This is an optimization exercise on Yosys and OpenROAD, whose aim is small area and a short achievable clock period, not a production implementation. RTL that was checked went through simulation tests only; none was proved equivalent to the original. For runs 3 and 4, only the layout was checked, not whether the RTL still works. No activity file was given, so power comes from the tool's default toggle rates.

`flow/config.mk`:
```
export PLATFORM = sky130hd
export DESIGN_NAME = spi_ram_ctrl
export DESIGN_NICKNAME = spi_ram_ctrl
export VERILOG_FILES = /design/flow/design.v
export SDC_FILE = /design/flow/constraint.sdc
export NUM_CORES = 4
export LEC_CHECK = 0
export CAP_MARGIN = 20
export CORE_MARGIN = 2
export CORE_UTILIZATION = 50
export PLACE_DENSITY = 0.6
export SLEW_MARGIN = 20
```
`flow/constraint.sdc`:
```
create_clock -name core_clock -period 4.5 [get_ports {clk}]
set_input_delay 0.9000 -clock core_clock [delete_from_list [all_inputs] [get_ports {clk}]]
set_output_delay 0.9000 -clock core_clock [all_outputs]
set_load 0.01 [all_outputs]
```
`flow/design.v`:
```
package spi_ram_pkg;
    localparam logic [1:0] WR_ADDR = 2'b00;
    localparam logic [1:0] WR_DATA = 2'b01;
    localparam logic [1:0] RD_ADDR = 2'b10;
    localparam logic [1:0] RD_DATA = 2'b11;
    typedef enum logic [1:0] {
        StIdle    = 2'b00,
        StWrReady = 2'b01,
        StRdReady = 2'b10
    } state_e;
endpackage
module spi_ram_mem #(
    parameter int unsigned MEM_DEPTH = 256,
    parameter int unsigned ADDR_SIZE = 8
) (
    input  logic                 clk,
    input  logic                 rst_n,
    input  logic                 we_i,
    input  logic [ADDR_SIZE-1:0] waddr_i,
    input  logic [7:0]           wdata_i,
    input  logic                 re_i,
    input  logic [ADDR_SIZE-1:0] raddr_i,
    output logic [7:0]           rdata_o
);
    logic [7:0] mem_q [MEM_DEPTH];
    logic [7:0] rdata_q;
    always_ff @(posedge clk) begin
        if (we_i) begin
            mem_q[waddr_i] <= wdata_i;
        end
    end
    always_ff @(posedge clk) begin
        if (!rst_n) begin
            rdata_q <= 8'h00;
        end else if (re_i) begin
            rdata_q <= (we_i && (waddr_i == raddr_i)) ? wdata_i : mem_q[raddr_i];
        end
    end
    assign rdata_o = rdata_q;
endmodule
module spi_ram_ctrl #(
    parameter int unsigned MEM_DEPTH = 256,
    parameter int unsigned ADDR_SIZE = 8
) (
    input  logic       clk,
    input  logic       rst_n,
    input  logic [9:0] din,
    input  logic       rx_valid,
    output logic [7:0] dout,
    output logic       tx_valid
    ,
    output logic       err
);
    spi_ram_pkg::state_e               state_q;
    logic                 rx_q;
    logic [ADDR_SIZE-1:0] wr_addr_q;
    logic [ADDR_SIZE-1:0] rd_addr_q;
    logic                 tx_valid_q;
    logic                 err_q;
    logic                 cmd_illegal;
    logic                 cmd_edge;
    logic [1:0]           opcode;
    logic [ADDR_SIZE-1:0] addr_in;
    logic [ADDR_SIZE-1:0] wr_addr_next;
    logic                 wr_exec;
    logic                 rd_exec;
    function automatic logic [ADDR_SIZE-1:0] wrap_addr(input logic [ADDR_SIZE-1:0] a);
        wrap_addr = ADDR_SIZE'(32'(a) % MEM_DEPTH);
    endfunction
    always_comb begin
        cmd_edge     = rst_n && rx_valid && !rx_q;
        opcode       = din[9:8];
        addr_in      = wrap_addr(din[ADDR_SIZE-1:0]);
        wr_addr_next = (wr_addr_q == ADDR_SIZE'(MEM_DEPTH - 1)) ? '0
                                                                : wr_addr_q + ADDR_SIZE'(1);
        wr_exec     = cmd_edge && (opcode == spi_ram_pkg::WR_DATA) && (state_q == spi_ram_pkg::StWrReady);
        rd_exec     = cmd_edge && (opcode == spi_ram_pkg::RD_DATA) && (state_q == spi_ram_pkg::StRdReady);
        cmd_illegal = cmd_edge && (((opcode == spi_ram_pkg::WR_DATA) && (state_q != spi_ram_pkg::StWrReady)) ||
                                   ((opcode == spi_ram_pkg::RD_DATA) && (state_q != spi_ram_pkg::StRdReady)));
    end
    always_ff @(posedge clk) begin
        if (!rst_n) begin
            rx_q       <= 1'b0;
            state_q    <= spi_ram_pkg::StIdle;
            wr_addr_q  <= '0;
            rd_addr_q  <= '0;
            tx_valid_q <= 1'b0;
            err_q      <= 1'b0;
        end else begin
            rx_q       <= rx_valid;
            tx_valid_q <= rd_exec;
            if (cmd_edge) begin
                unique case (opcode)
                    spi_ram_pkg::WR_ADDR: begin
                        wr_addr_q <= addr_in;
                        state_q   <= spi_ram_pkg::StWrReady;
                    end
                    spi_ram_pkg::WR_DATA: begin
                        if (wr_exec) wr_addr_q <= wr_addr_next;
                    end
                    spi_ram_pkg::RD_ADDR: begin
                        rd_addr_q <= addr_in;
                        state_q   <= spi_ram_pkg::StRdReady;
                    end
                    spi_ram_pkg::RD_DATA: begin
                        if (rd_exec) state_q <= spi_ram_pkg::StIdle;
                    end
                endcase
            end
            if (cmd_illegal) err_q <= 1'b1;
        end
    end
    spi_ram_mem #(
        .MEM_DEPTH (MEM_DEPTH),
        .ADDR_SIZE (ADDR_SIZE)
    ) u_mem (
        .clk     (clk),
        .rst_n   (rst_n),
        .we_i    (wr_exec),
        .waddr_i (wr_addr_q),
        .wdata_i (din[7:0]),
        .re_i    (rd_exec),
        .raddr_i (rd_addr_q),
        .rdata_o (dout)
    );
    assign tx_valid = tx_valid_q;
    assign err = err_q;
endmodule
```
`flow/run.sh`:
```
#!/bin/bash
# synth_recipe.tcl (not shown) runs the flow's synth.tcl, then flattens the netlist and writes it again
# the make line also repeats each setting of config.mk as NAME=value (left out here)
make -C /OpenROAD-flow-scripts/flow DESIGN_CONFIG=/design/flow/config.mk WORK_HOME=/design/flow/orfs CLKGATE_MAP_FILE= SYNTH_SCRIPT=/design/flow/synth_recipe.tcl finish
```
==> flow_results.org, run 1 <==
** Status
- Result of the run :: finished clean

** STA
- Count of endpoints failing setup in the final report :: 0
- At the pin with the least slew margin, the transition time is 1.205 ns.
- Headroom to the max-slew limit :: 19.69%
- The clock period could shrink to 4.101 ns.
- The final count of pins violating max slew is 0.
- In the post-route analysis, the smallest setup slack over all paths is 0.3994 ns.
- Setup repair after global routing missed its margin :: false
- The final hold violation count is 0.
- Across the routed clock network, the largest skew measured is 0.02941 ns.
- Static timing analysis puts the maximum clock frequency at 0.2439 GHz.
- Setup total negative slack on the finished layout was measured at 0 ns.
- Period Utilization, post-route :: 91.12%

** Final layout
- Cells with a size suffix above 1 make up 26.14% of the layout.
- The filler cells instantiated in the layout total 11890.
- Footprint of the multi-input gates :: 0.01744 mm2
- Compared with the post-synthesis result, the final layout area differs by 14.34%.
- Net count, final :: 4392
- Cell area after layout :: 0.09275 mm2
- Non-filler instance count after layout :: 6706
- Registers take 0.06209 mm2.

** Worst setup path
- In this design, the largest share of critical-path delay is due to compound AO/OA/AOI/OAI gates.
- STA puts the critical path data required time at 5.29 ns.
- Most repeated library cell on the critical path :: buf_4
- Along the worst path, the maximum fanout reaches 41.
- For flop-to-flop paths, the worst setup slack is 0.40 ns.
- Tracing the worst setup path back leads to its startpoint at rd_addr_q[1].
- Cell-by-cell listing of the critical path :: buf_4 -> mux4_2 -> nand2_1 -> a21oi_1 -> a2111oi_0 -> buf_4 -> a2111oi_1 -> nand4_1 -> nand3_1
- Data on the critical path arrives at its endpoint at 4.89 ns.
- The number of buffers and inverters on the critical path is 2.
- Instance count on the critical path :: 9
- Slowest cell delay on critical path :: 0.84 ns
- Endpoint of the most critical register-to-register path :: u_mem.rdata_q[6]
- Reg-to-reg startpoint :: rd_addr_q[1]
- The worst setup path is captured at a flip-flop.
- Depth of the worst register-to-register path :: 9
- Max stage delay cell, worst path :: a2111oi_1
- Critical path class :: reg -> reg
- Kind of launch point of the worst setup path :: flip-flop

** CTS
- TritonCTS built the clock tree.
- In this run, CTS created clock tree buffers numbering 203.
- The clock passes through at most 3 buffers.
- The clock tree synthesis step divided the H-tree into 4 levels.
- The tree built by TritonCTS fans out to 2077 sinks.
- Number of buffers added to fix hold violations after cts :: 0
- Source-to-sink clock delay at the later pin of the worst-skew pair :: 0.85 ns
- Post-CTS setup-driven buffer insertion count :: 0
- Post-cts sizing count :: 0
- CTS clk-pin slew, worst paths :: 0.06 ns
- Clock root buffer :: clkbuf_16

** GRT
- For this run, the total global-route usage over all layers was measured as 27.09%.
- After global routing the overflow that remains totals 0.
- Wire length of the first global-routing pass :: 313500 um
- Maximum number of pins on one net before global-route repair :: 106
- Number of global-route vias before repair :: 41170
- Initial antenna violation count :: 1

** Power and ir drop
- Summed over all cells, the static leakage comes to 28.48 nW.
- Dividing total power by cell area gives a power density of 417.1 mW/mm2.
- Highest ir drop seen on vdd :: 0.4165 mV
- The design draws 38.69 mW.

** Floorplan
- Number of placement rows :: 147
- Boundary Pins :: 23
- Die span in x :: 406.8 um
- The initial utilization of the core area, before any placement, comes to 50.46%.
- The total area inside the core boundary comes to 0.1608 mm2.
- Die Y :: 406.8 um
- The die covers 0.1655 mm2.

** Synth
- The most used flip-flop cell after synthesis is edfxtp_1.
- Sorting the synthesized cells by area gives the leading types as edfxtp_1 (76%), mux4_2 (12%), mux2i_1 (2.7%).
- The number of nets in the synthesized netlist is 3961.
- The synthesized design contains 2048 enable-type register cells.
- In this run, synthesis produced a sequential element count of 2077.
- Among all cell types in the netlist, the one instantiated most often is edfxtp_1.
- Yosys printed 2 warnings.
- Synth Cell Area :: 0.08112 mm2
- Library cell with the largest summed area after synthesis :: edfxtp_1
- Mean instance size in the synthesized netlist :: 20.57 um2
- Cell count after synthesis :: 3944
- In the synthesized netlist the async set-or-reset flop fraction comes to 0%.
- List of most frequent post-synthesis cells :: edfxtp_1 (2048), mux4_2 (435), nor2_1 (310)
- Number of different library cells in the post-synthesis netlist :: 70
- Register area share after synthesis :: 76.53%
- Portion of synthesized cell area occupied by the leading cell type :: 75.81%

** Worst hold path
- Classification of the worst-slack hold path :: reg -> reg
- The worst hold path terminates at err_q.
- The startpoint identified for the worst hold timing path is err_q.
- Along the worst hold path, the cell count comes to 1.

** Route
- The first detailed-routing pass took 7 iterations.
- Wires add up to 222500 um.
- In the routed design, unresolved DRC markers number 0.
- Via count of the routed design :: 42010
- WL/cell :: 33.19 um
- Using the TritonRoute via totals, the vias-per-cell ratio works out to 6.265.
- Number of antenna-violating nets in the routed design :: 0
- Initial drt markers :: 5590

** Place
- Once placement finished, the instance area stood at 0.08631 mm2.
- Prior to clock tree synthesis, the placed netlist has a worst setup slack of 0.2204 ns.
- At the end of routability-driven placement, the weighted congestion stood at 0.9473.
- Number of cells after detailed placement :: 6329
- Detailed placement ended at an HPWL of 143500 um.
- I/O Buffers :: 22

** Flow run
- Number of maximum-capacitance violations :: 0
-- metrics by stage --
stage          hold slack, ns  utilization, %
2_1_floorplan          0.4517               -
3_3_place_gp           0.4535           53.68
3_5_place_dp           0.4632           53.69
4_1_cts                0.4780           57.69
5_1_grt                0.5016           57.70
6_report               0.4705           57.70
-- report_power, final --
part	switching [mW]	internal [mW]	total, mW
Combinational	0.657	0.247	0.904
Sequential	0.0183	21.2	21.3
Clock	7.22	9.31	16.5
-- state kept, by name, indices dropped and copies added, names as in the netlist --
signal and cells:
err_q 1, rd_addr_q 8, rx_q 1, state_q 2, tx_valid_q 1, u_mem.mem_q 2048, u_mem.rdata_q 8, wr_addr_q 8
-- routing by layer --
| layer | up-vias | routed length (um) | track usage (%) |
|---|---|---|---|
| li1 | 17250 | - | - |
| met1 | 22370 | 91490 | 39.08 |
| met2 | 2070 | 104200 | 41.73 |
| met3 | 328 | 19790 | 5.740 |
| met4 | 2 | 7002 | 8.603 |
| met5 | - | 13 | 0 |
-- area by class of cell --
cell class | count | area share (%)
clock buffers | 250 | 5.736
multi-input cells | 1620 | 18.80
diodes | 1 | 0.002698
repair buffers | 467 | 4.379
inverters | 6 | 0.02968
flip-flops and latches | 2077 | 66.95
clock inverters | 125 | 1.190
well taps | 2160 | 2.914
-- worst max path at each step --
| stage | to | slack, ns |
|---|---|---|
| 2_1_floorplan | u_mem.mem_q[219][0] | 1.24 |
| 3_3_place_gp | u_mem.rdata_q[2] | 0.25 |
| 3_5_place_dp | u_mem.rdata_q[5] | 0.22 |
| 4_1_cts | u_mem.rdata_q[6] | 0.41 |
| 5_1_grt | u_mem.rdata_q[6] | 0.42 |
| 6_report | u_mem.rdata_q[6] | 0.40 |
-- cells in the final DEF, fill, tap and decap left out, types with 35 or more instances in the layout --
cell | synthesis | routed
a21oi_1 | 39 | 39
buf_12 | 9 | 37
buf_4 | 12 | 407
clkbuf_1 | 96 | 44
clkbuf_16 | 0 | 206
clkinv_1 | 0 | 54
edfxtp_1 | 2048 | 2048
mux2i_1 | 215 | 215
mux4_2 | 435 | 435
nand2_1 | 122 | 121
nor2_1 | 310 | 309
o21ai_0 | 47 | 47
o221ai_1 | 35 | 35
o22ai_1 | 90 | 90
-- worst register-to-register path: stages, from the launching register on --
cell and delay (ns):
dfxtp_4 0.76, buf_4 0.70, mux4_2 0.42, nand2_1 0.07
a21oi_1 0.31, a2111oi_0 0.14, buf_4 0.19, a2111oi_1 0.84
nand4_1 0.42, nand3_1 0.19
-- cells by family (layout without fill, tap and decap cells) --
family / count (synthesis) / count (layout) / share of synthesized area, %
flops: 2077 / 2077 / 76.53
fa+ha+maj: 4 / 4 / 0.06170
buf+inv: 247 / 848 / 2.044
simple gates: 578 / 578 / 3.079
other cells: 0 / 1 / 0
compound gates: 378 / 378 / 3.291
mux: 660 / 660 / 15.00
==> run 2, diff against run 1 <==
==> flow/design.v (replaced) <==
package spi_ram_pkg;
    localparam logic [1:0] WR_ADDR = 2'b00;
    localparam logic [1:0] WR_DATA = 2'b01;
    localparam logic [1:0] RD_ADDR = 2'b10;
    localparam logic [1:0] RD_DATA = 2'b11;
    typedef enum logic [1:0] {
        StIdle    = 2'b00,
        StWrReady = 2'b01,
        StRdReady = 2'b10
    } state_e;
endpackage
module spi_ram_mem #(
    parameter int unsigned MEM_DEPTH = 256,
    parameter int unsigned ADDR_SIZE = 8
) (
    input  logic                 clk,
    input  logic                 rst_n,
    input  logic                 we_i,
    input  logic [ADDR_SIZE-1:0] waddr_i,
    input  logic [7:0]           wdata_i,
    input  logic                 re_i,
    input  logic [ADDR_SIZE-1:0] raddr_i,
    output logic [7:0]           rdata_o
);
    logic [7:0] mem_q [MEM_DEPTH];
    logic [7:0] rdata_q;
    always_ff @(posedge clk) begin
        if (we_i) mem_q[waddr_i] <= wdata_i;
    end
    always_ff @(posedge clk) begin
        if (!rst_n)    rdata_q <= 8'h00;
        else if (re_i) rdata_q <= mem_q[raddr_i];
    end
    assign rdata_o = rdata_q;
endmodule
module spi_ram_ctrl #(
    parameter int unsigned MEM_DEPTH = 256,
    parameter int unsigned ADDR_SIZE = 8
) (
    input  logic       clk,
    input  logic       rst_n,
    input  logic [9:0] din,
    input  logic       rx_valid,
    output logic [7:0] dout,
    output logic       tx_valid
    ,
    output logic       err
);
    logic                 rx_q;
    logic                 wr_rdy_q;
    logic                 rd_rdy_q;
    logic [ADDR_SIZE-1:0] wr_addr_q;
    logic [ADDR_SIZE-1:0] rd_addr_q;
    logic                 wpend_q;
    logic [7:0]           wdata_q;
    logic                 tx_valid_q;
    logic                 err_q;
    logic                 cmd_edge;
    logic [1:0]           opcode;
    logic                 wr_exec;
    logic                 rd_exec;
    logic                 cmd_illegal;
    always_comb begin
        cmd_edge = rst_n && rx_valid && !rx_q;
        opcode   = din[9:8];
        wr_exec     = cmd_edge && (opcode == spi_ram_pkg::WR_DATA) && wr_rdy_q;
        rd_exec     = cmd_edge && (opcode == spi_ram_pkg::RD_DATA) && rd_rdy_q;
        cmd_illegal = cmd_edge && (((opcode == spi_ram_pkg::WR_DATA) && !wr_rdy_q) ||
                                   ((opcode == spi_ram_pkg::RD_DATA) && !rd_rdy_q));
    end
    always_ff @(posedge clk) begin
        wdata_q <= din[7:0];
        wpend_q <= wr_exec;
    end
    always_ff @(posedge clk) begin
        if (!rst_n) begin
            rx_q       <= 1'b0;
            wr_rdy_q   <= 1'b0;
            rd_rdy_q   <= 1'b0;
            wr_addr_q  <= '0;
            rd_addr_q  <= '0;
            tx_valid_q <= 1'b0;
            err_q      <= 1'b0;
        end else begin
            rx_q       <= rx_valid;
            tx_valid_q <= rd_exec;
            if (wpend_q) wr_addr_q <= wr_addr_q + 1'b1;
            if (cmd_edge) begin
                case (opcode)
                    spi_ram_pkg::WR_ADDR: begin
                        wr_addr_q <= din[ADDR_SIZE-1:0];
                        wr_rdy_q  <= 1'b1;
                        rd_rdy_q  <= 1'b0;
                    end
                    spi_ram_pkg::RD_ADDR: begin
                        rd_addr_q <= din[ADDR_SIZE-1:0];
                        wr_rdy_q  <= 1'b0;
                        rd_rdy_q  <= 1'b1;
                    end
                    spi_ram_pkg::RD_DATA: begin
                        if (rd_exec) rd_rdy_q <= 1'b0;
                    end
                    default: ;
                endcase
            end
            if (cmd_illegal) err_q <= 1'b1;
        end
    end
    spi_ram_mem #(
        .MEM_DEPTH (MEM_DEPTH),
        .ADDR_SIZE (ADDR_SIZE)
    ) u_mem (
        .clk     (clk),
        .rst_n   (rst_n),
        .we_i    (wpend_q),
        .waddr_i (wr_addr_q),
        .wdata_i (wdata_q),
        .re_i    (rd_exec),
        .raddr_i (rd_addr_q),
        .rdata_o (dout)
    );
    assign tx_valid = tx_valid_q;
    assign err = err_q;
endmodule
--- a/flow/config.mk
+++ b/flow/config.mk
@@ -9,4 +9,5 @@
 export CORE_MARGIN = 2
 export CORE_UTILIZATION = 50
 export PLACE_DENSITY = 0.6
+export SETUP_SLACK_MARGIN = 2.0
 export SLEW_MARGIN = 20
==> run 2 against run 1 <==
Net effect:
- still clean on timing, DRC and antenna
- die area up 0.16%
- register-to-register slack better by 1.2 ns
- fmax is 43% higher
- sequential power about the same
- largest cell class unchanged
- highest routed layer unchanged
==> flow_results.org, run 2 <==
** STA
- Final WS setup :: 1.637 ns (was 0.3994 ns)
- The clock period minus final worst setup slack came to 2.863 ns (was 4.101 ns).
- Final-report hold violation count :: 0 (unchanged)
- The worst-case clock skew came to 0.07902 ns (was 0.02941 ns).
- Headroom to the max-slew limit :: 27.42% (was 19.69%)
- The number of setup violations in the final report is 0 (unchanged).
- Setup repair after global routing missed its margin :: true (was false)
- The final critical-path share of the clock period is 63.63% (was 91.12%).
- Maximum operating frequency :: 0.3492 GHz (was 0.2439 GHz)
- The final count of pins violating max slew was 0 (unchanged).
- The setup TNS was 0 ns (unchanged).
- Slew of the pin with the lowest slew margin :: 1.089 ns (was 1.205 ns)

** Floorplan
- The initial core utilization came to 50.49% (was 50.46%).
- The number of placed I/O pins is 23 (unchanged).
- The die outline width was 407.1 um (was 406.8 um).
- Die Y :: 407.1 um (was 406.8 um)
- CORE AREA :: 0.1609 mm2 (was 0.1608 mm2)
- The total die area was 0.1658 mm2 (was 0.1655 mm2).
- Number of placement rows :: 147 (unchanged)

** CTS
- The root buffer cell is clkbuf_16 (unchanged).
- The latest clock arrival within the worst-skew pair came to 0.89 ns (was 0.85 ns).
- Total clock sinks :: 2086 (was 2077)
- Clock Tree Buf Depth :: 3 (unchanged)
- CTS H-Tree Depth :: 4 (unchanged)
- CTS clk-pin slew, worst paths :: 0.06 ns (about the same)
- The number of buffers added by the clock tree synthesis step is 209 (was 203).
- CTS tree :: yes (unchanged)

** Worst setup path
- Instance count on the critical path :: 13 (was 9)
- Cell-by-cell listing of the critical path :: buf_12 -> buf_6 -> buf_12 -> buf_8 -> nand2b_4 -> buf_12 -> buf_12 -> buf_4 -> o221ai_1 -> o22ai_1 -> o21ai_2 -> nand3_2 -> o211ai_1 (was buf_4 -> mux4_2 -> nand2_1 -> a21oi_1 -> a2111oi_0 -> buf_4 -> a2111oi_1 -> nand4_1 -> nand3_1)
- The sum of buffers and inverters on the critical path is 7 (was 2).
- Worst endpoint required time :: 5.29 ns (about the same)
- The signal arrival time at the worst endpoint was 3.66 ns (was 4.89 ns).
- The worst reg2reg path depth was 13 (was 9).
- The endpoint kind of the worst setup timing path is a flip-flop (unchanged).
- The top fanout value on the critical path was 9 (was 41).
- The start point of the critical path was rd_addr_q[1] (unchanged).
- The peak per-stage delay on the critical path is 0.35 ns (was 0.84 ns).
- The end of the critical path was u_mem.rdata_q[7] (was u_mem.rdata_q[6]).
- The reg-to-reg critical path endpoint was u_mem.rdata_q[7] (was u_mem.rdata_q[6]).
- Dominant delay contributor by cell family on the critical path :: buffers and inverters (was compound AO/OA/AOI/OAI gates)
- The worst setup path category was reg -> reg (unchanged).
- R2R setup slack :: 1.64 ns (was 0.40 ns)
- The startpoint kind of the worst setup timing path was a flip-flop (unchanged).
- The cell with the most instances on the worst path is buf_12 (was buf_4).
- The launch point of the worst reg-to-reg path is rd_addr_q[1] (unchanged).
- The cell with the largest stage delay on the worst path is dfxtp_4 (was a2111oi_1).

** Place
- The worst slack at placement came to 0.5711 ns (was 0.2204 ns).
- The placed cell area came to 0.08474 mm2 (was 0.08631 mm2).
- The routability congestion estimate came to 0.8666 (was 0.9473).
- The number of buffer cells added on primary ports is 22 (unchanged).
- Dpl hpwl :: 131800 um (was 143500 um)

** Synth
- Ys async rst share :: 0% (unchanged)
- The count of flip-flops with a built-in enable after synthesis was 2048 (unchanged).
- The largest area contributor in the synthesized netlist is edfxtp_1 (unchanged).
- Cell with the most instances after synthesis :: edfxtp_1 (unchanged)
- Flop and latch count out of synthesis :: 2086 (was 2077)
- The count of yosys warnings during synthesis came to 2 (unchanged).
- Mean instance size in the synthesized netlist :: 20.02 um2 (was 20.57 um2)
- List of most frequent post-synthesis cells :: edfxtp_1 (2048), mux4_2 (349), mux2i_1 (328) (was edfxtp_1 (2048), mux4_2 (435), nor2_1 (310))
- The area share of the largest cell type after synthesis is 75.69% (was 75.81%).
- The top flip-flop cell by instance count after synthesis is edfxtp_1 (unchanged).
- Largest cells by area after synthesis: edfxtp_1 (76%), mux4_2 (9.7%), mux2i_1 (4.0%) (was edfxtp_1 (76%), mux4_2 (12%), mux2i_1 (2.7%)).
- The number of library cell types mapped by synthesis was 58 (was 70).
- Synth Cell Area :: 0.08126 mm2 (was 0.08112 mm2)
- The post-synthesis instance total is 4058 (was 3944).
- The total nets after synthesis came to 4075 (was 3961).
- The share of the yosys chip area belonging to registers was 76.62% (was 76.53%).

** Power and ir drop
- Combinational fraction of design power :: 2.5% (was 2.3%)
- The share of power burned in the clock network is 42.9% (was 42.7%).
- Static leakage :: 29.04 nW (was 28.48 nW)
- Ratio of total power to cell area :: 404.8 mW/mm2 (was 417.1 mW/mm2)
- Sequential group share of total power :: 54.6% (was 54.9%)
- The maximum vdd ir drop is 0.4488 mV (was 0.4165 mV).
- The switching power as a share of total power came to 21.04% (was 20.41%).
- Net switching power of the design :: 8.249 mW (was 7.897 mW)
- The internal power is 30.96 mW (was 30.79 mW).

** GRT
- The initial antenna violation count is 11 (was 1).
- Global-route total usage across every layer :: 27.21% (was 27.09%)
- Number of global-route vias before repair :: 41950 (was 41170)
- The pin count of the biggest net entering global routing came to 191 (was 106).
- Wire length of the first global-routing pass :: 320700 um (was 313500 um)
- Aggregate global routing overflow :: 0 (unchanged)

** Worst hold path
- The hold path depth came to 2 (was 1).
- Classification of the worst-slack hold path :: reg -> reg (unchanged)

** Flow run
- Number of maximum-capacitance violations :: 0 (unchanged)

** Final layout
- The area of the multi-input gates is 0.02011 mm2 (was 0.01744 mm2).
- The final instance area came to 0.09687 mm2 (was 0.09275 mm2).
- Share of layout cells above drive strength 1 :: 32.67% (was 26.14%)
- The largest register by flop count is u_mem.mem_q (unchanged).
- The net count of the finished layout came to 4444 (was 4392).
- The relative area change from synthesis to final layout is 19.21% (was 14.34%).
- Filler cell count :: 11360 (was 11890)
- Commonest non-fill, non-tap cells in the layout: edfxtp_1 (2048), mux4_2 (349), mux2i_1 (327) (was edfxtp_1 (2048), mux4_2 (435), buf_4 (407)).
- The most common cell after layout, fill and taps aside is edfxtp_1 (unchanged).
- The register area was 0.06235 mm2 (was 0.06209 mm2).
- The flip-flop count of the largest register, all copies and words added was 2048 (unchanged).
- The number of diodes added for antenna fixing was 0 (was 1).

** Route
- The first-pass iteration count of the detailed router was 6 (was 7).
- Total wire length :: 227100 um (was 222500 um)
- The post-detailed-route count of antenna-violating nets is 0 (unchanged).
- Via count of the routed design :: 43080 (was 42010)
- Initial drt markers :: 5346 (was 5590)
- Residual DRC :: 0 (unchanged)
- Average via count per standard cell :: 6.367 (was 6.265)
- The routed length per instance is 33.56 um (was 33.19 um).

** Status
- Result of the run: finished clean (unchanged).
run 2: changes by cell type after synthesis, sizes merged, moves of 13 or more:
cell / delta
mux2i: +113
mux4: -93
mux2: +62
nor2: -46
o221ai: +46
nand2: -24
a221oi: +22
o22ai: +22
nor2b: +18
a2111oi: -13
run 2: cell type report:
class / instances / share of cell area, %
clock buffers: 267 / 5.708
clock inverters: 123 / 1.161
inverters: 5 / 0.02583
multi-input cells: 1714 / 20.76
flip-flops and latches: 2086 / 64.37
well taps: 2160 / 2.790
repair buffers: 411 / 5.190
run 2: logic make-up after synthesis:
family          share of synthesized area (%)
simple gates                            2.804
buf+inv                                 1.879
mux                                     14.61
flops                                   76.62
compound gates                          3.944
fa+ha+maj                             0.06160
xor+xnor                              0.07545
run 2: per-stage QoR:
stage          total power, mW  util (%)  hold slack [ns]  std cells
3_5_place_dp             22.62     52.65           0.4570       6205
3_3_place_gp             22.61     52.65           0.4454       6205
2_1_floorplan            22.26         -           0.4183       4058
5_1_grt                  40.18     60.19           0.5043       6766
6_report                 39.21     60.19           0.4577       6766
4_1_cts                  39.34     59.35           0.4544       6719
run 2: power groups by stage:
stage               sequential [mW]  combinational (mW)  clock (mW)
floorplan                      21.9               0.345           0
global placement               21.8               0.794           0
detailed placement             21.8               0.807           0
CTS                            21.4               0.954        17.0
global route                   21.4                1.04        17.8
finish                         21.4               0.998        16.8
run 2: worst reg2reg max path: stages (launching register included):
cell and delay (ns):
dfxtp_4 0.35, buf_12 0.14, buf_6 0.12, buf_12 0.15, buf_8 0.14, nand2b_4 0.15, buf_12 0.15, buf_12 0.16
buf_4 0.18, o221ai_1 0.35, o22ai_1 0.17, o21ai_2 0.25, nand3_2 0.24, o211ai_1 0.23
run 2: worst min-delay path by stage:
| stage | to | from | slack, ns |
|---|---|---|---|
| global route | wpend_q | wr_rdy_q | 0.50 |
| finish | wpend_q | wr_rdy_q | 0.46 |
| floorplan | wpend_q | wr_rdy_q | 0.42 |
| CTS | wpend_q | wr_rdy_q | 0.45 |
| detailed placement | wpend_q | wr_rdy_q | 0.46 |
| global placement | wpend_q | wr_rdy_q | 0.45 |
run 2: layer usage:
metal / wire length (um) / vias to the layer above / track usage (%)
li1: - / 17620 / -
met4: 7170 / 12 / 9.319
met1: 93740 / 23000 / 39.79
met2: 107000 / 2100 / 41.59
met5: 76 / - / 0
met3: 19150 / 354 / 4.887
run 2: timing repair:
action	in CTS	in global routing
hold buffers	0	0
endpoints found under the setup margin	1723	1360
pin swaps	45	39
endpoints found under the hold margin	0	0
buffers inserted	91	45
cloned	33	2
resized for setup	565	197
==> run 3, diff against run 2 <==
--- a/flow/design.v
+++ b/flow/design.v
@@ -22,14 +22,43 @@
     input  logic [ADDR_SIZE-1:0] raddr_i,
     output logic [7:0]           rdata_o
 );
-    logic [7:0] mem_q [MEM_DEPTH];
-    logic [7:0] rdata_q;
-    always_ff @(posedge clk) begin
-        if (we_i) mem_q[waddr_i] <= wdata_i;
+    logic [8*MEM_DEPTH-1:0] mem_q;
+    logic [31:0]            cand_q;
+    logic [7:0]             rdata_q;
+    logic [15:0]          whi, wlo;
+    logic [MEM_DEPTH-1:0] wsel;
+    always_comb begin
+        for (int i = 0; i < 16; i++) begin
+            whi[i] = we_i && (waddr_i[7:4] == 4'(i));
+            wlo[i] = (waddr_i[3:0] == 4'(i));
+        end
+        for (int r = 0; r < MEM_DEPTH; r++) wsel[r] = whi[r / 16] && wlo[r % 16];
     end
     always_ff @(posedge clk) begin
+        for (int r = 0; r < MEM_DEPTH; r++)
+            if (wsel[r]) mem_q[8*r +: 8] <= wdata_i;
+    end
+    logic [7:0]  s0, s1;
+    logic [7:0]  l1 [32];
+    logic [31:0] cand;
+    always_comb begin
+        for (int i = 0; i < 8; i++) begin
+            s0[i] = (raddr_i[2:0] == 3'(i));
+            s1[i] = (raddr_i[5:3] == 3'(i));
+        end
+        for (int g = 0; g < 32; g++) begin
+            l1[g] = '0;
+            for (int i = 0; i < 8; i++) l1[g] = l1[g] | ({8{s0[i]}} & mem_q[8*(8*g+i) +: 8]);
+        end
+        for (int c = 0; c < 4; c++) begin
+            cand[8*c +: 8] = '0;
+            for (int i = 0; i < 8; i++) cand[8*c +: 8] = cand[8*c +: 8] | ({8{s1[i]}} & l1[8*c+i]);
+        end
+    end
+    always_ff @(posedge clk) cand_q <= cand;
+    always_ff @(posedge clk) begin
         if (!rst_n)    rdata_q <= 8'h00;
-        else if (re_i) rdata_q <= mem_q[raddr_i];
+        else if (re_i) rdata_q <= cand_q[8*raddr_i[7:6] +: 8];
     end
     assign rdata_o = rdata_q;
 endmodule
==> run 3 against run 2 <==
Net effect:
- clock skew shrank 0.049 ns
- global-route usage grew 1.9 points
- design area shrank 0.21%
==> flow_results.org, run 3 <==
** Final layout
- The flip-flop count of the largest register, all copies and words added was 2048 (unchanged).
- Commonest non-fill, non-tap cells in the layout: edfxtp_1 (2048), a22oi_1 (453), clkbuf_16 (230) (was edfxtp_1 (2048), mux4_2 (349), mux2i_1 (327)).
- The layout cell share with drive strength beyond 1 was 27.74% (was 32.67%).
- Most flops, register :: u_mem.mem_q (unchanged)
- In the final layout, the registers with the most flip-flops are u_mem.mem_q x2048, u_mem.cand_q x32.
- Most frequent standard cell in the layout excluding fill and tap cells :: edfxtp_1 (unchanged)
- Signed area change from the synthesized netlist to the final layout :: 21.07% (was 19.21%)
- Net count, final :: 4854 (was 4444)
- Filler cell count :: 11220 (was 11360)

** Worst setup path
- The endpoint required time on the critical path was 5.17 ns (was 5.29 ns).
- The launch point of the worst reg-to-reg path is rd_addr_q[1] (unchanged).
- Dominant delay contributor by cell family on the critical path :: compound AO/OA/AOI/OAI gates (was buffers and inverters)
- The worst setup path category is reg -> reg (unchanged).
- The cell with the largest stage delay on the worst path is o31ai_4 (was dfxtp_4).
- The startpoint kind of the worst setup timing path is a flip-flop (unchanged).
- Cell-by-cell listing of the critical path: buf_12 -> buf_12 -> buf_12 -> buf_12 -> and3b_1 -> a22oi_2 -> a41oi_4 -> o31ai_4 -> nand4_1 (was buf_12 -> buf_6 -> buf_12 -> buf_8 -> nand2b_4 -> buf_12 -> buf_12 -> buf_4 -> o221ai_1 -> o22ai_1 -> o21ai_2 -> nand3_2 -> o211ai_1).
- The start point of the critical path is rd_addr_q[1] (unchanged).
- Total buffers and inverters traversed by the critical path :: 4 (was 7)
- Worst setup EP type :: flip-flop (unchanged)
- WP data arrival :: 3.45 ns (was 3.66 ns)
- The top fanout value on the critical path is 11 (was 9).
- The cell with the most instances on the worst path was buf_12 (unchanged).
- The peak per-stage delay on the critical path was 0.49 ns (was 0.35 ns).

** Floorplan
- Number of placement rows :: 146 (was 147)
- Area of the die :: 0.1629 mm2 (was 0.1658 mm2)
- The initial core utilization is 50.35% (was 50.49%).
- Die Y :: 403.6 um (was 407.1 um)
- CORE AREA :: 0.1586 mm2 (was 0.1609 mm2)
- The die outline width is 403.6 um (was 407.1 um).
- The number of placed I/O pins was 23 (unchanged).

** Place
- Routability Congestion :: 0.8707 (was 0.8666)
- The estimated wirelength of the detail-placed design came to 131300 um (was 131800 um).
- I/O Buffers :: 22 (unchanged)

** Synth
- List of most frequent post-synthesis cells :: edfxtp_1 (2048), a22oi_1 (506), nor2_1 (387) (was edfxtp_1 (2048), mux4_2 (349), mux2i_1 (328))
- Cell with the most instances after synthesis :: edfxtp_1 (unchanged)
- Yosys warnings :: 3 (was 2)
- Ys async rst share :: 0% (unchanged)
- Portion of synthesized cell area occupied by the leading cell type :: 77.03% (was 75.69%)
- Number of synthesized flops with an enable pin :: 2048 (unchanged)
- The largest area contributor in the synthesized netlist is edfxtp_1 (unchanged).
- Register area share after synthesis :: 78.79% (was 76.62%)
- Largest cells by area after synthesis :: edfxtp_1 (77%), a22oi_1 (4.8%), a221oi_1 (2.8%) (was edfxtp_1 (76%), mux4_2 (9.7%), mux2i_1 (4.0%))
- Number of different library cells in the post-synthesis netlist :: 53 (was 58)
- The top flip-flop cell by instance count after synthesis was edfxtp_1 (unchanged).
- The mean post-synth cell area came to 17.31 um2 (was 20.02 um2).
- The total nets after synthesis came to 4628 (was 4075).
- The post-synthesis instance total is 4611 (was 4058).
- The flip-flop and latch count after synthesis came to 2118 (was 2086).
- The mapped cell area was 0.07984 mm2 (was 0.08126 mm2).

** STA
- Setup repair after global routing missed its margin :: true (unchanged)
- Min cycle time layout :: 2.778 ns (was 2.863 ns)
- Number of max-slew violations in the final report :: 0 (unchanged)
- The setup TNS was 0 ns (unchanged).
- Headroom to the max-slew limit :: 23.73% (was 27.42%)
- The worst-case clock skew is 0.02997 ns (was 0.07902 ns).
- The highest clock frequency the design can meet was 0.3600 GHz (was 0.3492 GHz).
- The final hold violation count was 0 (unchanged).
- The number of setup violations in the final report was 0 (unchanged).
- The final critical-path share of the clock period is 61.73% (was 63.63%).
- The measured slew at the worst slew-check pin is 1.144 ns (was 1.089 ns).

** CTS
- Clock Tree Buf Depth :: 3 (unchanged)
- CTS clk-pin slew, worst paths :: 0.07 ns (was 0.06 ns)
- The number of levels in the clock H-tree is 4 (unchanged).
- Source-to-sink clock delay at the later pin of the worst-skew pair :: 0.84 ns (was 0.89 ns)
- Clock root buffer :: clkbuf_16 (unchanged)
- Number of buffers added to fix hold violations after cts :: 0 (unchanged)
- The TritonCTS clock tree was yes (unchanged).
- The number of buffers added by the clock tree synthesis step is 206 (was 209).
- The TritonCTS sink count is 2118 (was 2086).

** Flow run
- The max-cap violation count is 0 (unchanged).

** GRT
- The total global routing overflow came to 0 (unchanged).
- The wire length of the first global-routing pass is 338300 um (was 320700 um).
- The pin count of the biggest net entering global routing was 173 (was 191).
- Number of global-route vias before repair :: 45210 (was 41950)
- Initial antenna violation count :: 6 (was 11)
- The global-route usage over all layers is 29.14% (was 27.21%).

** Power and ir drop
- Static leakage :: 29.37 nW (was 29.04 nW)
- The total power after layout was 39.89 mW (was 39.21 mW).
- Ratio of total power to cell area :: 412.7 mW/mm2 (was 404.8 mW/mm2)
- The maximum vdd ir drop came to 0.4108 mV (was 0.4488 mV).

** Route
- WL/cell :: 35.20 um (was 33.56 um)
- Via count of the routed design :: 48180 (was 43080)
- The first-pass iteration count of the detailed router is 6 (unchanged).
- Total wire length :: 249500 um (was 227100 um)
- The remaining design rule violation count is 0 (unchanged).
- Number of antenna-violating nets in the routed design :: 0 (unchanged)
- Average via count per standard cell :: 6.799 (was 6.367)
- Initial drt markers :: 7156 (was 5346)

** Worst hold path
- Classification of the worst-slack hold path :: reg -> reg (unchanged)
- Start point of the worst min-delay path :: u_mem.rdata_q[3] (was wr_rdy_q)

** Status
- Result of the run: finished clean (unchanged).
[run 3: worst paths after layout]
check / slack, ns / cells after the start / to
setup / recovery: 1.72 / 9 / u_mem.cand_q[18]
hold / removal: 0.50 / 2 / u_mem.rdata_q[3]
setup reg to reg: 1.72 / 9 / u_mem.cand_q[18]
hold reg to reg: 0.50 / 2 / u_mem.rdata_q[3]
[run 3: logic make-up (layout without fill, tap and decap cells)]
| family | after synthesis | in the layout | share of synthesized area, % |
|---|---|---|---|
| mux | 94 | 94 | 2.307 |
| other cells | 0 | 1 | 0 |
| compound gates | 1288 | 1288 | 12.25 |
| fa+ha+maj | 4 | 4 | 0.06269 |
| buf+inv | 389 | 772 | 1.931 |
| flops | 2118 | 2118 | 78.79 |
| xor+xnor | 7 | 7 | 0.07679 |
| simple gates | 711 | 731 | 4.584 |
[run 3: power breakdown]
part           internal, mW  leakage (nW)  switching, mW
Clock                  9.69          3.22           7.31
Combinational         0.340          7.16          0.802
Sequential             21.6          19.0          0.124
Total                  31.7          29.4           8.23
[run 3: cell type report]
cell class	count	area (um2)	area share (%)
inverters	8	30.03	0.03107
flip-flops and latches	2118	62970	65.15
diodes	1	2.502	0.002589
well taps	2072	2592	2.682
multi-input cells	2124	19690	20.37
clock buffers	267	5582	5.774
clock inverters	118	1018	1.054
repair buffers	379	4776	4.941
[run 3: worst min-delay path: stages, from the launching register on]
cell     delay [ns]
dfxtp_1        0.33
mux2i_1        0.07
nor2_1         0.07
[run 3: per-stage QoR]
step	cells	hold WS, ns	utilization, %	area [um2]	setup slack (ns)
floorplan	4611	0.4668	-	79850	2.018
global placement	6513	0.4844	52.37	83040	0.7315
detailed placement	6513	0.4909	52.38	83060	0.7823
CTS	7018	0.5008	59.15	93780	1.621
global route	7086	0.5246	60.96	96660	1.778
finish	7087	0.5047	60.96	96660	1.722
[run 3: layer usage]
layer / routed length [um] / global-route usage (%) / vias to the layer above
met3: 27890 / 6.085 / 498
met2: 113300 / 44.46 / 2972
li1: - / - / 19760
met1: 97760 / 41.71 / 24950
met4: 10490 / 10.72 / 6
met5: 30 / 0 / -
[run 3: timing repair]
action,in CTS,in global routing
resized for setup,599,392
setup endpoints to repair,1822,1882
buffers inserted,85,42
pin swaps,88,128
cloned,35,25
hold endpoints to repair,0,0
==> run 4, diff against run 3 <==
--- a/flow/config.mk
+++ b/flow/config.mk
@@ -7,7 +7,10 @@
 export LEC_CHECK = 0
 export CAP_MARGIN = 20
 export CORE_MARGIN = 2
-export CORE_UTILIZATION = 50
-export PLACE_DENSITY = 0.6
+export CORE_UTILIZATION = 60
+export CTS_BUF_LIST = sky130_fd_sc_hd__clkbuf_16
+export CTS_CLUSTER_DIAMETER = 60
+export CTS_CLUSTER_SIZE = 20
+export PLACE_DENSITY = 0.68
 export SETUP_SLACK_MARGIN = 2.0
 export SLEW_MARGIN = 20
==> run 4 against run 3 <==
Net effect:
- clock skew grew 0.0023 ns
- synthesized cell count is the same
- die area shrank 17%
- hold slack gained 0.017 ns
- highest routed layer unchanged
- wire length shrank 7.6%
- sequential power is essentially flat
- clock power shrank 22%
- clock-buffer cell count shrank 120
- critical path type unchanged
- largest cell class unchanged
==> flow_results.org, run 4 <==
** GRT
- Initial antenna violation count :: 6 (unchanged)
- The via count of the first global-routing pass was 44770 (was 45210).
- The global-route usage over all layers was 32.99% (was 29.14%).
- Wire length of the first global-routing pass :: 322100 um (was 338300 um)
- Aggregate global routing overflow :: 0 (unchanged)
- Maximum number of pins on one net before global-route repair :: 129 (was 173)

** Place
- The number of buffer cells added on primary ports is 22 (unchanged).
- Dpl hpwl :: 125600 um (was 131300 um)
- The routability congestion estimate is 0.8768 (was 0.8707).
- The worst slack at placement is 0.7054 ns (was 0.7823 ns).

** CTS
- CTS H-Tree Depth :: 4 (unchanged)
- Clock Tree Buf Depth :: 3 (unchanged)
- Clock root buffer :: clkbuf_16 (unchanged)
- CTS clk-pin slew, worst paths :: 0.08 ns (was 0.07 ns)
- The number of buffers added by the clock tree synthesis step came to 138 (was 206).
- Total clock sinks :: 2118 (unchanged)
- Number of buffers added to fix hold violations after cts :: 0 (unchanged)
- Source-to-sink clock delay at the later pin of the worst-skew pair :: 0.82 ns (was 0.84 ns)
- CTS tree :: yes (unchanged)

** Synth
- Largest cells by area after synthesis: edfxtp_1 (77%), a22oi_1 (4.8%), a221oi_1 (2.8%) (unchanged).
- The count of flip-flops with a built-in enable after synthesis is 2048 (unchanged).
- The mapped cell area came to 0.07984 mm2 (unchanged).
- Cell with the most instances after synthesis :: edfxtp_1 (unchanged)
- Net Count, Synth :: 4628 (unchanged)
- Cell count after synthesis :: 4611 (unchanged)
- Flop and latch count out of synthesis :: 2118 (unchanged)
- The share of the yosys chip area belonging to registers came to 78.79% (unchanged).
- List of most frequent post-synthesis cells: edfxtp_1 (2048), a22oi_1 (506), nor2_1 (387) (unchanged).
- Primary flip-flop cell chosen by synthesis mapping :: edfxtp_1 (unchanged)
- Ys async rst share :: 0% (unchanged)
- The count of yosys warnings during synthesis came to 3 (unchanged).
- The largest area contributor in the synthesized netlist was edfxtp_1 (unchanged).
- Number of different library cells in the post-synthesis netlist :: 53 (unchanged)
- Portion of synthesized cell area occupied by the leading cell type :: 77.03% (unchanged)
- The mean post-synth cell area came to 17.31 um2 (unchanged).

** Final layout
- Signed area change from the synthesized netlist to the final layout :: 15.20% (was 21.07%)
- The total of fill cells in the finished design was 8186 (was 11220).
- The flip-flop count of the largest register, all copies and words added was 2048 (unchanged).
- Most frequent standard cell in the layout excluding fill and tap cells :: edfxtp_1 (unchanged)
- The largest register by flop count is u_mem.mem_q (unchanged).
- The net count of the finished layout is 4672 (was 4854).
- Top Registers :: u_mem.mem_q x2048, u_mem.cand_q x32 (unchanged)
- Share of layout cells above drive strength 1 :: 23.36% (was 27.74%)
- Commonest non-fill, non-tap cells in the layout :: edfxtp_1 (2048), a22oi_1 (477), a221oi_1 (193) (was edfxtp_1 (2048), a22oi_1 (453), clkbuf_16 (230))

** Floorplan
- Die span in x :: 368.8 um (was 403.6 um)
- The initial core utilization was 60.58% (was 50.35%).
- The die extent in y was 368.8 um (was 403.6 um).
- Area of the die :: 0.1360 mm2 (was 0.1629 mm2)
- The number of placed I/O pins was 23 (unchanged).
- The placeable core region came to 0.1318 mm2 (was 0.1586 mm2).
- The row count is 133 (was 146).

** Worst setup path
- The endpoint required time on the critical path is 4.94 ns (was 5.17 ns).
- The worst reg2reg path depth is 3 (was 9).
- The reg-to-reg critical path endpoint is u_mem.mem_q[407] (was u_mem.cand_q[18]).
- The top fanout value on the critical path was 16 (was 11).
- The setup slack of the worst register-to-register path was 1.81 ns (was 1.72 ns).
- The endpoint kind of the worst setup timing path is a flip-flop (unchanged).
- Max stage delay cell, worst path :: nand2_2 (was o31ai_4)
- The signal arrival time at the worst endpoint was 3.14 ns (was 3.45 ns).
- The launch point of the worst reg-to-reg path is wr_addr_q[6] (was rd_addr_q[1]).
- Critical path class :: reg -> reg (unchanged)
- Kind of launch point of the worst setup path :: flip-flop (unchanged)
- Cell-by-cell listing of the critical path: nor2_1 -> nand2_2 -> nor2_2 (was buf_12 -> buf_12 -> buf_12 -> buf_12 -> and3b_1 -> a22oi_2 -> a41oi_4 -> o31ai_4 -> nand4_1).
- The start point of the critical path is wr_addr_q[6] (was rd_addr_q[1]).
- The end of the critical path is u_mem.mem_q[407] (was u_mem.cand_q[18]).
- The peak per-stage delay on the critical path is 0.63 ns (was 0.49 ns).

** Route
- The via total after detailed routing is 47820 (was 48180).
- The routed length per instance is 35.40 um (was 35.20 um).
- Average via count per standard cell :: 7.344 (was 6.799)
- Residual DRC :: 0 (unchanged)
- The overall routed net length came to 230500 um (was 249500 um).
- The number of DRC markers after the initial detailed-route iteration is 8471 (was 7156).
- The post-detailed-route count of antenna-violating nets was 0 (unchanged).
- Number of detailed-routing iterations run before antenna repair :: 8 (was 6)

** STA
- The setup TNS was 0 ns (unchanged).
- Min cycle time layout :: 2.693 ns (was 2.778 ns)
- The worst setup slack after layout came to 1.807 ns (was 1.722 ns).
- The highest clock frequency the design can meet was 0.3714 GHz (was 0.3600 GHz).
- The worst relative slew slack came to 20.73% (was 23.73%).
- Period Utilization, post-route :: 59.84% (was 61.73%)
- Number of max-slew violations in the final report :: 0 (unchanged)
- Clock tree skew after final layout :: 0.03227 ns (was 0.02997 ns)
- Slew of the pin with the lowest slew margin :: 1.189 ns (was 1.144 ns)
- Count of endpoints failing setup in the final report :: 0 (unchanged)
- Final-report hold violation count :: 0 (unchanged)
- Setup repair after global routing missed its margin :: true (unchanged)

** Power and ir drop
- The static leakage was 27.47 nW (was 29.37 nW).
- Highest ir drop seen on vdd :: 0.3764 mV (was 0.4108 mV)
- Ratio of total power to cell area :: 392.4 mW/mm2 (was 412.7 mW/mm2)

** Status
- Result of the run :: finished clean (unchanged)

** Flow run
- Number of maximum-capacitance violations :: 0 (unchanged)

** Worst hold path
- The class of the worst hold path was reg -> reg (unchanged).
==> run 4: how the worst min path moves through the flow <==
stage	from	to	slack, ns	cells after the start
global placement	rd_rdy_q	rd_rdy_q	0.49	2
finish	rd_rdy_q	rd_rdy_q	0.52	2
floorplan	rd_rdy_q	rd_rdy_q	0.47	2
detailed placement	rd_rdy_q	rd_rdy_q	0.50	2
CTS	rd_rdy_q	rd_rdy_q	0.52	2
global route	wr_rdy_q	wpend_q	0.57	1
==> run 4: cells by family after synthesis <==
| group | synth area share (%) |
|---|---|
| multiplexers | 2.307 |
| flip-flops | 78.79 |
| buffers and inverters | 1.931 |
| AND/OR/NAND/NOR | 4.584 |
| adder cells (fa/ha/maj) | 0.06269 |
| AO/OA/AOI/OAI | 12.25 |
| XOR/XNOR | 0.07679 |
==> run 4: layer usage <==
| layer | vias to the layer above | share of wire (%) | GRT usage, % |
|---|---|---|---|
| met1 | 24460 | 37 | 48.11 |
| met2 | 3546 | 46 | 49.16 |
| li1 | 19270 | - | - |
| met4 | 6 | 4.8 | 14.65 |
| met3 | 538 | 12 | 6.252 |
| met5 | - | 0.014 | 0 |
==> run 4: repair_timing <==
action | CTS | global route
setup buffers | 67 | 29
resized for setup | 545 | 272
setup endpoints to repair | 1922 | 1807
pin swaps | 48 | 53
gates cloned | 21 | 8
==> run 4: report_power, final <==
group	total (mW)	switching [mW]	internal, mW
sequential	21.7	0.141	21.6
clock	13.3	6.64	6.70
combinational	1.02	0.736	0.281
total	36.1	7.52	28.6
==> run 4: worst max-delay path, delay by kind of cell (launching register included) <==
kind,cells,cell delay [ns]
AND/OR/NAND/NOR,3,1.79
flip-flops,1,0.50
==> run 4: cell type report <==
type	count	area, um2	area share, %
multi-input combinational	2117	18960	20.62
antenna	1	2.502	0.002721
inverter	8	35.03	0.03809
timing repair buffer	272	3262	3.547
clock inverter	93	860.8	0.9360
sequential	2118	62970	68.47
tap	1755	2196	2.388
clock buffer	147	3679	4.000
==> run 4: through the flow <==
| step | std cells | cell area, um2 | hold WS, ns | util (%) | total power [mW] |
|---|---|---|---|---|---|
| 6_report | 6511 | 91970 | 0.5218 | 69.78 | 36.09 |
| 4_1_cts | 6473 | 90170 | 0.5154 | 68.41 | 36.05 |
| 5_1_grt | 6510 | 91970 | 0.5653 | 69.78 | 36.87 |
| 2_1_floorplan | 4611 | 79850 | 0.4668 | - | 22.57 |
| 3_5_place_dp | 6145 | 82260 | 0.5029 | 62.42 | 23.02 |
| 3_3_place_gp | 6145 | 82260 | 0.4882 | 62.41 | 23.00 |
==> run 5, diff against run 4 <==
--- a/flow/design.v
+++ b/flow/design.v
@@ -19,7 +19,9 @@
     input  logic [ADDR_SIZE-1:0] waddr_i,
     input  logic [7:0]           wdata_i,
     input  logic                 re_i,
-    input  logic [ADDR_SIZE-1:0] raddr_i,
+    input  logic [7:0]           rsel0_i,
+    input  logic [7:0]           rsel1_i,
+    input  logic [1:0]           rhi_i,
     output logic [7:0]           rdata_o
 );
     logic [8*MEM_DEPTH-1:0] mem_q;
@@ -38,27 +40,22 @@
         for (int r = 0; r < MEM_DEPTH; r++)
             if (wsel[r]) mem_q[8*r +: 8] <= wdata_i;
     end
-    logic [7:0]  s0, s1;
     logic [7:0]  l1 [32];
     logic [31:0] cand;
     always_comb begin
-        for (int i = 0; i < 8; i++) begin
-            s0[i] = (raddr_i[2:0] == 3'(i));
-            s1[i] = (raddr_i[5:3] == 3'(i));
-        end
         for (int g = 0; g < 32; g++) begin
             l1[g] = '0;
-            for (int i = 0; i < 8; i++) l1[g] = l1[g] | ({8{s0[i]}} & mem_q[8*(8*g+i) +: 8]);
+            for (int i = 0; i < 8; i++) l1[g] = l1[g] | ({8{rsel0_i[i]}} & mem_q[8*(8*g+i) +: 8]);
         end
         for (int c = 0; c < 4; c++) begin
             cand[8*c +: 8] = '0;
-            for (int i = 0; i < 8; i++) cand[8*c +: 8] = cand[8*c +: 8] | ({8{s1[i]}} & l1[8*c+i]);
+            for (int i = 0; i < 8; i++) cand[8*c +: 8] = cand[8*c +: 8] | ({8{rsel1_i[i]}} & l1[8*c+i]);
         end
     end
     always_ff @(posedge clk) cand_q <= cand;
     always_ff @(posedge clk) begin
         if (!rst_n)    rdata_q <= 8'h00;
-        else if (re_i) rdata_q <= cand_q[8*raddr_i[7:6] +: 8];
+        else if (re_i) rdata_q <= cand_q[8*rhi_i +: 8];
     end
     assign rdata_o = rdata_q;
 endmodule
@@ -79,7 +76,9 @@
     logic                 wr_rdy_q;
     logic                 rd_rdy_q;
     logic [ADDR_SIZE-1:0] wr_addr_q;
-    logic [ADDR_SIZE-1:0] rd_addr_q;
+    logic [7:0]           rd_s0_q;
+    logic [7:0]           rd_s1_q;
+    logic [1:0]           rd_hi_q;
     logic                 wpend_q;
     logic [7:0]           wdata_q;
     logic                 tx_valid_q;
@@ -107,7 +106,9 @@
             wr_rdy_q   <= 1'b0;
             rd_rdy_q   <= 1'b0;
             wr_addr_q  <= '0;
-            rd_addr_q  <= '0;
+            rd_s0_q    <= 8'h01;
+            rd_s1_q    <= 8'h01;
+            rd_hi_q    <= 2'b00;
             tx_valid_q <= 1'b0;
             err_q      <= 1'b0;
         end else begin
@@ -122,7 +123,9 @@
                         rd_rdy_q  <= 1'b0;
                     end
                     spi_ram_pkg::RD_ADDR: begin
-                        rd_addr_q <= din[ADDR_SIZE-1:0];
+                        rd_s0_q   <= 8'h01 << din[2:0];
+                        rd_s1_q   <= 8'h01 << din[5:3];
+                        rd_hi_q   <= din[7:6];
                         wr_rdy_q  <= 1'b0;
                         rd_rdy_q  <= 1'b1;
                     end
@@ -145,7 +148,9 @@
         .waddr_i (wr_addr_q),
         .wdata_i (wdata_q),
         .re_i    (rd_exec),
-        .raddr_i (rd_addr_q),
+        .rsel0_i (rd_s0_q),
+        .rsel1_i (rd_s1_q),
+        .rhi_i   (rd_hi_q),
         .rdata_o (dout)
     );
     assign tx_valid = tx_valid_q;
==> flow/flow/run.sh (new file) <==
#!/bin/bash
set -euo pipefail
export MAKEFLAGS='BUFFER_PORTS_ARGS=-buffer_cell\ sky130_fd_sc_hd__buf_4'
bash standard.sh finish > flow_make.log 2>&1
==> flow/standard.sh (new file) <==
#!/bin/bash
# synth_recipe.tcl (not shown) runs the flow's synth.tcl, then flattens the netlist and writes it again
# the make line also repeats each setting of config.mk as NAME=value (left out here)
make -C /OpenROAD-flow-scripts/flow DESIGN_CONFIG=/design/flow/config.mk WORK_HOME=/design/flow/orfs CLKGATE_MAP_FILE= SYNTH_SCRIPT=/design/flow/synth_recipe.tcl "${@:-finish}"
removed: flow/run.sh
==> run 5 against run 4 <==
Net effect:
- final cell count fell by 7.9%
- clock skew fell by 0.0068 ns
- worst setup slack got worse by 0.079 ns
- die area fell by 3.4%
==> flow_results.org, run 5 <==
** GRT
- Number of global-route vias before repair :: 40110 (was 44770)
- Maximum number of pins on one net before global-route repair :: 162 (was 129)
- Global-route total usage across every layer :: 29.75% (was 32.99%)
- The wire length of the first global-routing pass came to 281000 um (was 322100 um).
- Global-route track usage on met1 :: 43.52% (was 48.11%)
- The initial antenna violation count was 3 (was 6).
- Met2 track utilization from global routing :: 46.46% (was 49.16%)
- Most used routing layer in global routing :: met2 (unchanged)
- The met3 global-route usage is 5.310% (was 6.252%).
- Aggregate global routing overflow :: 0 (unchanged)

** Synth
- Ys async rst share :: 0% (unchanged)
- Register area share after synthesis :: 81.87% (was 78.79%)
- Largest cells by area after synthesis: edfxtp_1 (80%), a22oi_1 (11%), nand4_1 (2.4%) (was edfxtp_1 (77%), a22oi_1 (4.8%), a221oi_1 (2.8%)).
- The count of yosys warnings during synthesis is 3 (unchanged).
- List of most frequent post-synthesis cells: edfxtp_1 (2048), a22oi_1 (1152), nand4_1 (294) (was edfxtp_1 (2048), a22oi_1 (506), nor2_1 (387)).
- Portion of synthesized cell area occupied by the leading cell type :: 79.79% (was 77.03%)
- The mapped cell area was 0.07708 mm2 (was 0.07984 mm2).
- The largest area contributor in the synthesized netlist was edfxtp_1 (unchanged).
- Cell count after synthesis :: 4324 (was 4611)
- Net Count, Synth :: 4341 (was 4628)
- Number of different library cells in the post-synthesis netlist :: 46 (was 53)
- Flop and latch count out of synthesis :: 2128 (was 2118)
- Primary flip-flop cell chosen by synthesis mapping :: edfxtp_1 (unchanged)
- The most frequent cell after synthesis is edfxtp_1 (unchanged).
- Mean instance size in the synthesized netlist :: 17.83 um2 (was 17.31 um2)
- The count of flip-flops with a built-in enable after synthesis is 2048 (unchanged).

** Worst setup path
- The startpoint kind of the worst setup timing path was a flip-flop (unchanged).
- The launch point of the worst reg-to-reg path was wpend_q (was wr_addr_q[6]).
- R2R setup slack :: 1.73 ns (was 1.81 ns)
- The top fanout value on the critical path was 15 (was 16).
- The reg-to-reg critical path endpoint is u_mem.mem_q[945] (was u_mem.mem_q[407]).
- WP data arrival :: 3.19 ns (was 3.14 ns)
- The endpoint kind of the worst setup timing path is a flip-flop (unchanged).
- Worst endpoint required time :: 4.92 ns (was 4.94 ns)
- Depth of the worst register-to-register path :: 3 (unchanged)
- Critical path class :: reg -> reg (unchanged)

** Floorplan
- The total die area came to 0.1313 mm2 (was 0.1360 mm2).
- The die outline width was 362.4 um (was 368.8 um).
- The die extent in y was 362.4 um (was 368.8 um).
- CORE AREA :: 0.1275 mm2 (was 0.1318 mm2)
- Boundary Pins :: 23 (unchanged)
- The row count came to 131 (was 133).
- The initial core utilization came to 60.44% (was 60.58%).

** Worst hold path
- The terminating pin of the worst hold path is wdata_q[6] (was rd_rdy_q).
- Start point of the worst min-delay path :: din[6] (was rd_rdy_q)
- The hold path depth is 1 (was 2).
- Classification of the worst-slack hold path :: in -> reg (was reg -> reg)

** Final layout
- Flip-flop count of the largest register, all copies and words added :: 2048 (unchanged)
- The total of fill cells in the finished design was 8403 (was 8186).
- Share of layout cells above drive strength 1 :: 13.09% (was 23.36%)
- The largest register by flop count is u_mem.mem_q (unchanged).
- Most frequent standard cell in the layout excluding fill and tap cells :: edfxtp_1 (unchanged)
- The relative area change from synthesis to final layout came to 9.313% (was 15.20%).
- Register cell area after layout :: 0.06317 mm2 (was 0.06297 mm2)
- The number of diodes added for antenna fixing came to 0 (was 1).
- Commonest non-fill, non-tap cells in the layout: edfxtp_1 (2048), a22oi_1 (1152), nand4_1 (294) (was edfxtp_1 (2048), a22oi_1 (477), a221oi_1 (193)).
- Top Registers :: u_mem.mem_q x2048, u_mem.cand_q x32 (unchanged)
- The final cell count without fillers is 5994 (was 6511).
- Cell area after layout :: 0.08426 mm2 (was 0.09197 mm2)
- Net count, final :: 4274 (was 4672)
- Footprint of the multi-input gates :: 0.01344 mm2 (was 0.01896 mm2)

** Route
- WL/cell :: 32.85 um (was 35.40 um)
- Residual DRC :: 0 (unchanged)
- The post-detailed-route count of antenna-violating nets came to 0 (unchanged).
- Total wire length :: 196900 um (was 230500 um)
- The via total after detailed routing was 42350 (was 47820).
- Number of detailed-routing iterations run before antenna repair :: 6 (was 8)
- Initial drt markers :: 6666 (was 8471)
- The via count normalized by instance count was 7.065 (was 7.344).

** Place
- Routability Congestion :: 0.8624 (was 0.8768)
- I/O Buffers :: 22 (unchanged)
- The placed cell area is 0.07914 mm2 (was 0.08226 mm2).
- Number of cells after detailed placement :: 5778 (was 6145)
- The estimated wirelength of the detail-placed design was 113700 um (was 125600 um).

** Flow run
- The max-cap violation count was 0 (unchanged).

** Status
- Result of the run :: finished clean (unchanged)

** STA
- Final-report hold violation count :: 0 (unchanged)
- Period Utilization, post-route :: 61.58% (was 59.84%)
- Clock tree skew after final layout :: 0.02547 ns (was 0.03227 ns)
- Setup TNS :: 0 ns (unchanged)
- Slew of the pin with the lowest slew margin :: 1.100 ns (was 1.189 ns)
- The highest clock frequency the design can meet is 0.3608 GHz (was 0.3714 GHz).
- The worst relative slew slack is 26.67% (was 20.73%).
- Setup repair after global routing missed its margin :: true (unchanged)
- The clock period minus final worst setup slack is 2.771 ns (was 2.693 ns).
- The final count of pins violating max slew came to 0 (unchanged).
- The number of setup violations in the final report came to 0 (unchanged).

** CTS
- The worst-case clock buffer depth is 3 (unchanged).
- The TritonCTS clock tree was yes (unchanged).
- CTS H-Tree Depth :: 4 (unchanged)
- The number of buffers added by the clock tree synthesis step came to 135 (was 138).
- CTS clk-pin slew, worst paths :: 0.08 ns (about the same)
- The root buffer cell is clkbuf_16 (unchanged).
- Source-to-sink clock delay at the later pin of the worst-skew pair :: 0.79 ns (was 0.82 ns)
- Number of buffers added to fix hold violations after cts :: 0 (unchanged)
- Total clock sinks :: 2128 (was 2118)

** Power and ir drop
- The maximum vdd ir drop came to 0.4149 mV (was 0.3764 mV).
- The total power density per cell area came to 417.1 mW/mm2 (was 392.4 mW/mm2).
- Static leakage :: 24.59 nW (was 27.47 nW)
run 5: kinds of logic after synthesis:
logic type | after synthesis | share of synthesized area [%]
adder cells (fa/ha/maj) | 4 | 0.06493
flip-flops | 2128 | 81.87
buffers and inverters | 323 | 1.784
XOR/XNOR | 7 | 0.07954
AND/OR/NAND/NOR | 662 | 4.391
multiplexers | 17 | 0.3506
AO/OA/AOI/OAI | 1183 | 11.46
run 5: worst max path at each step:
stage / startpoint / end / slack, ns / depth (start not counted)
5_1_grt: wpend_q / u_mem.mem_q[656] / 1.64 / 4
6_report: wpend_q / u_mem.mem_q[945] / 1.73 / 3
3_5_place_dp: wr_addr_q[3] / u_mem.mem_q[835] / 1.58 / 3
2_1_floorplan: wdata_q[0] / u_mem.mem_q[0] / 2.02 / 0
4_1_cts: wpend_q / u_mem.mem_q[1935] / 1.73 / 3
3_3_place_gp: wr_addr_q[3] / u_mem.mem_q[851] / 1.65 / 4
run 5: per-layer routing:
| layer | share of wire, % | up-vias | wire length, um |
|---|---|---|---|
| met3 | 10 | 288 | 19620 |
| met1 | 40 | 21740 | 78370 |
| met2 | 47 | 2531 | 93450 |
| met5 | 0.012 | - | 24 |
| li1 | - | 17790 | - |
| met4 | 2.8 | 4 | 5434 |
run 5: layout make-up:
cell class	instances	share of cell area, %
clock buffer	142	4.217
clock inverter	70	0.8138
inverter	4	0.01782
multi-input combinational	1873	15.95
sequential	2128	74.98
tap	1662	2.468
timing repair buffer	115	1.553
run 5: worst max-delay path: stages (launching register included):
cell and delay (ns):
dfxtp_1 0.51, and3_1 0.48, nand2_1 0.69, nor2_2 0.71
run 5: what timing repair did:
action                      CTS  global route
gates cloned                  0             0
gates resized for setup     142           128
setup endpoints to repair  1498          1368
setup buffers                 0             3
run 5: through the flow:
stage / hold slack [ns] / setup WS [ns] / power [mW] / util (%)
after global placement: 0.4926 / 1.646 / 22.88 / 62.06
after CTS: 0.2579 / 1.729 / 35.26 / 65.70
final: 0.3013 / 1.729 / 35.14 / 66.07
after detailed placement: 0.4931 / 1.581 / 22.89 / 62.06
after floorplan: 0.4639 / 2.018 / 22.51 / -
after global routing: 0.2897 / 1.643 / 36.01 / 66.07
run 5: power breakdown:
group / switching (mW) / internal (mW) / leakage (nW)
clock: 6.30 / 6.39 / 2.18
combinational: 0.503 / 0.138 / 3.34
sequential: 0.140 / 21.7 / 19.1
total: 6.95 / 28.2 / 24.6

[static timing again, ports no longer ideal]
The results above use ideal ports. As a check the final layouts listed here were re-extracted and re-timed, cells and wires unchanged. Step 1: set_driving_cell puts a clkbuf_16 on clk and a buf_2 on each other input, an assumption about the parent block. Step 2 moves the port delays by t, midway between the first and last clock arrival at a register: inputs arrive t later, outputs are due t later. That takes back most of the time a late clock gives input paths. Slacks: no drivers / after step 1 / after step 2; pairs: no drivers / after step 1.
| run | shift t [ns] | setup slack, ns | worst setup path at the end | pins driven straight from the clock port |
|---|---|---|---|---|
| run 1 | 0.922 | 0.399 / 0.399 / 0.069 | input to register | 1 |
| run 2 | 0.933 | 1.637 / 1.637 / 0.771 | input to register | 1 |
| run 3 | 0.918 | 1.722 / 1.722 / 1.422 | input to register | 1 |
| run 4 | 0.878 | 1.807 / 1.807 / 1.309 | input to register | 1 |
| run 5 | 0.856 | 1.729 / 1.729 / 1.729 | register to register | 1 |
After both steps setup and hold are still met in every run listed. For run 2, which loses most, drivers alone change the setup slack by 0.000 ns; drivers and shift together by -0.866 ns.
